What follows belongs to an exercise in optimizing a design on an open flow for small area; a production flow would make more cautious choices.
The RTL was checked by simulation tests, not by an equivalence proof against the original design.
The flow treats the clock pin as an ideal source, which a real chip does not have.

// rhythm_video_top
module rhythm_video_top (
   input  wire logic                    clock_65mhz,
   input  wire logic                    reset,
   input  wire logic [1:0]              mode,
   input  wire logic [63:0]             next_notes,
   input  wire logic [25:0]             tempo,
   input  wire logic                    playing_correct,
   output logic [7:0]                   vga_red,
   output logic [7:0]                   vga_green,
   output logic [7:0]                   vga_blue,
   output logic                         vga_hsync,
   output logic                         vga_vsync,
   output logic                         vga_blank_b
);
   raster_pkg::hcount_t hcount;
   raster_pkg::vcount_t vcount;
   logic [10:0] lead_x;
   logic [63:0] codes;
   logic        codes_valid;
   logic        correct_q;
   logic [2:0]  class_q;
   logic        border_q;
   logic [2:0]  bars_q;
   logic        vsync_q;
   raster_timing u_raster_timing (
      .clock_65mhz (clock_65mhz),
      .reset       (reset),
      .hcount      (hcount),
      .vcount      (vcount)
   );
   note_lane u_note_lane (
      .clock_65mhz     (clock_65mhz),
      .reset           (reset),
      .next_notes      (next_notes),
      .tempo           (tempo),
      .playing_correct (playing_correct),
      .lead_x          (lead_x),
      .codes           (codes),
      .codes_valid     (codes_valid),
      .correct_q       (correct_q)
   );
   note_renderer u_note_renderer (
      .clock_65mhz (clock_65mhz),
      .hcount      (hcount),
      .vcount      (vcount),
      .lead_x      (lead_x),
      .codes       (codes),
      .codes_valid (codes_valid),
      .correct_q   (correct_q),
      .class_q     (class_q),
      .border_q    (border_q),
      .bars_q      (bars_q),
      .vsync_q     (vsync_q)
   );
   video_output u_video_output (
      .clock_65mhz (clock_65mhz),
      .reset       (reset),
      .mode        (mode),
      .hcount      (hcount),
      .class_q     (class_q),
      .border_q    (border_q),
      .bars_q      (bars_q),
      .vsync_q     (vsync_q),
      .vga_red     (vga_red),
      .vga_green   (vga_green),
      .vga_blue    (vga_blue),
      .vga_hsync   (vga_hsync),
      .vga_vsync   (vga_vsync),
      .vga_blank_b (vga_blank_b)
   );
endmodule
Size in the first run: ~190 flip-flops, roughly 120 I/O pins, roughly 8200 um2 of cells after synthesis.
export LEC_CHECK = 0
export CAP_MARGIN = 5
export CORE_MARGIN = 2
export CORE_UTILIZATION = 70
export CTS_BUF_LIST = sky130_fd_sc_hd__clkbuf_8
export SLEW_MARGIN = 5
create_clock -name core_clock -period 15.0 [get_ports {clock_65mhz}]
standard.sh (not shown) runs the stock make flow with config.mk's settings and CLKGATE_MAP_FILE= SYNTH_SCRIPT=/design/flow/synth_recipe.tcl, a recipe that flattens the netlist after the stock synthesis.
==> flow/flow/run.sh <==
#!/bin/bash
# The standard layout (standard.sh), with these changes:
# - synthesis maps with an area-oriented ABC script (abc_area_map.script)
#   in place of ORFS's speed script; everything else in synthesis is as
#   standard (same scripts, copied so the one file can be replaced)
# - the port buffers are the smallest buffer cell
# - clock tree synthesis with clkbuf_8 only and without dummy loads; then
#   each clock buffer whose clock pins keep a low slew with clkbuf_4 gets
#   clkbuf_4 (clock_leaf_downsize.tcl)
set -euo pipefail
W=$(pwd)
rm -rf "$W/orfs_scripts"
cp -r "$FLOW_HOME/scripts" "$W/orfs_scripts"
cp "$W/flow/abc_area_map.script" "$W/orfs_scripts/abc_speed.script"
export SCRIPTS_DIR="$W/orfs_scripts"
export BUFFER_PORTS_ARGS="-buffer_cell sky130_fd_sc_hd__buf_1"
export POST_CTS_TCL="$W/flow/clock_leaf_downsize.tcl"
export CTS_ARGS="-sink_clustering_enable -repair_clock_nets -buf_list sky130_fd_sc_hd__clkbuf_8 -dont_use_dummy_load"
bash standard.sh > "$W/standard_make.log" 2>&1
Other scripts of this flow, unchanged in this note and not shown: flow/flow/abc_area_map.script, flow/flow/clock_leaf_downsize.tcl
Then changed:
--- a/flow/design.v
+++ b/flow/design.v
@@ -136,17 +136,18 @@
    input  wire raster_pkg::vcount_t vcount,
    input  wire logic [10:0]         lead_x,
    input  wire logic [63:0]         codes,
    input  wire logic                codes_valid,
    input  wire logic                correct_q,
    output logic [2:0]               class_q,
    output logic                     border_q,
    output logic [2:0]               bars_q,
-   output logic                     vsync_q
+   output logic                     vsync_q,
+   output logic                     blank_q
 );
    logic [11:0] strip_x;
    logic [3:0]  note_idx;
    logic [3:0]  code;
    logic        note_on;
    logic        staff_hit;
    logic        in_staff;
    logic        edge_hit;
@@ -190,17 +191,17 @@
             staff_hit = 1'b1;
       end
    end
    assign in_staff = (vcount >= 128) && (vcount <= 639);
    assign edge_hit = in_staff && (hcount == 72 || hcount == 1024 - 1);
    assign blank    = hcount[10] | (vcount[9] & vcount[8]);
    always_comb begin
       if (blank)
-         pix_class = 3'd7;
+         pix_class = 3'd0;
       else if (edge_hit)
          pix_class = 3'd2;
       else if (note_on) begin
          if (note_idx == 4'd0)
             pix_class = correct_q ? 3'd5 : 3'd6;
          else if (code == 4'd13)
             pix_class = 3'd4;
          else if (code == 4'd2 || code == 4'd4 || code == 4'd7 ||
@@ -214,29 +215,31 @@
          pix_class = 3'd0;
    end
    always_ff @(posedge clock_65mhz) begin
       class_q  <= pix_class;
       border_q <= (hcount == 0) || (hcount == 1024 - 1) ||
                   (vcount == 0) || (vcount == 768 - 1);
       bars_q   <= hcount[8:6];
       vsync_q  <= !(vcount >= 777 && vcount < 783);
+      blank_q  <= blank;
    end
 endmodule
 `default_nettype wire
 `default_nettype none
 module video_output (
    input  wire logic                clock_65mhz,
    input  wire logic                reset,
    input  wire logic [1:0]          mode,
    input  wire raster_pkg::hcount_t hcount,
    input  wire logic [2:0]          class_q,
    input  wire logic                border_q,
    input  wire logic [2:0]          bars_q,
    input  wire logic                vsync_q,
+   input  wire logic                blank_q,
    output logic [7:0]               vga_red,
    output logic [7:0]               vga_green,
    output logic [7:0]               vga_blue,
    output logic                     vga_hsync,
    output logic                     vga_vsync,
    output logic                     vga_blank_b
 );
    logic       pick_border;
@@ -262,28 +265,28 @@
          vsync_o       <= 1'b1;
          blank_b_q     <= 1'b0;
       end else begin
          pick_border_q <= pick_border;
          pick_bars_q   <= pick_bars;
          pick_bits_q   <= pick_bits;
          hsync_q       <= !(hcount > 1048 && hcount <= 1184);
          vsync_o       <= vsync_q;
-         blank_b_q     <= (class_q != 3'd7);
+         blank_b_q     <= !blank_q;
       end
    end
    always_comb begin
       case (pick_bits_q)
          3'd1:    game_cols = 8'b10_1010_10;    
          3'd2:    game_cols = 8'b11_1111_11;    
          3'd3:    game_cols = 8'b01_0101_11;    
          3'd4:    game_cols = 8'b00_1101_00;    
          3'd5:    game_cols = 8'b11_1111_00;    
          3'd6:    game_cols = 8'b11_0100_00;    
-         default: game_cols = 8'b00_0000_00;    
+         default: game_cols = 8'b00_0000_00;
       endcase
       if (pick_border_q)
          cols = {8{pick_bits_q[0]}};
       else if (pick_bars_q)
          cols = {{2{pick_bits_q[2]}}, {4{pick_bits_q[1]}}, {2{pick_bits_q[0]}}};
       else
          cols = game_cols;
    end
@@ -316,16 +319,17 @@
    logic [10:0] lead_x;
    logic [63:0] codes;
    logic        codes_valid;
    logic        correct_q;
    logic [2:0]  class_q;
    logic        border_q;
    logic [2:0]  bars_q;
    logic        vsync_q;
+   logic        blank_q;
    raster_timing u_raster_timing (
       .clock_65mhz (clock_65mhz),
       .reset       (reset),
       .hcount      (hcount),
       .vcount      (vcount)
    );
    note_lane u_note_lane (
       .clock_65mhz     (clock_65mhz),
@@ -344,27 +348,29 @@
       .vcount      (vcount),
       .lead_x      (lead_x),
       .codes       (codes),
       .codes_valid (codes_valid),
       .correct_q   (correct_q),
       .class_q     (class_q),
       .border_q    (border_q),
       .bars_q      (bars_q),
-      .vsync_q     (vsync_q)
+      .vsync_q     (vsync_q),
+      .blank_q     (blank_q)
    );
    video_output u_video_output (
       .clock_65mhz (clock_65mhz),
       .reset       (reset),
       .mode        (mode),
       .hcount      (hcount),
       .class_q     (class_q),
       .border_q    (border_q),
       .bars_q      (bars_q),
       .vsync_q     (vsync_q),
+      .blank_q     (blank_q),
       .vga_red     (vga_red),
       .vga_green   (vga_green),
       .vga_blue    (vga_blue),
       .vga_hsync   (vga_hsync),
       .vga_vsync   (vga_vsync),
       .vga_blank_b (vga_blank_b)
    );
 endmodule
After rerunning: Cell area decreases by 0.60%; worst hold slack hardly moves; flip-flop and latch count rose by 1; core utilization is lower by 0.14 points; cell count went down by 1.6%; fmax went up by 14%; first-iteration DRC count grows by 11%; worst setup slack gains 0.82 ns; clock skew stays flat.

[what the ideal ports hide]
In the flow no input, the clock included, has a driving cell. The finished layouts below were timed again as built, in two steps. Step 1 sets driving cells, clkbuf_16 on the clock port and buf_2 on the other inputs (assumed; they add their load-dependent delay and slew). Step 2 moves the port delays by t, midway between the first and last clock arrival at a register: inputs arrive t later, outputs are due t later. That takes back most of the time a late clock gives input paths. a / b / c = ideal ports / drivers / drivers and shift; a / b = the first two.
run | shift t [ns] | setup WS [ns] | clock arrival spread, ns
the first run | 0.479 | 8.173 / 8.173 / 8.173 | 0.035 / 0.036
the second run | 0.489 | 8.996 / 8.996 / 8.996 | 0.037 / 0.037
After both steps setup and hold are still met in every run listed.
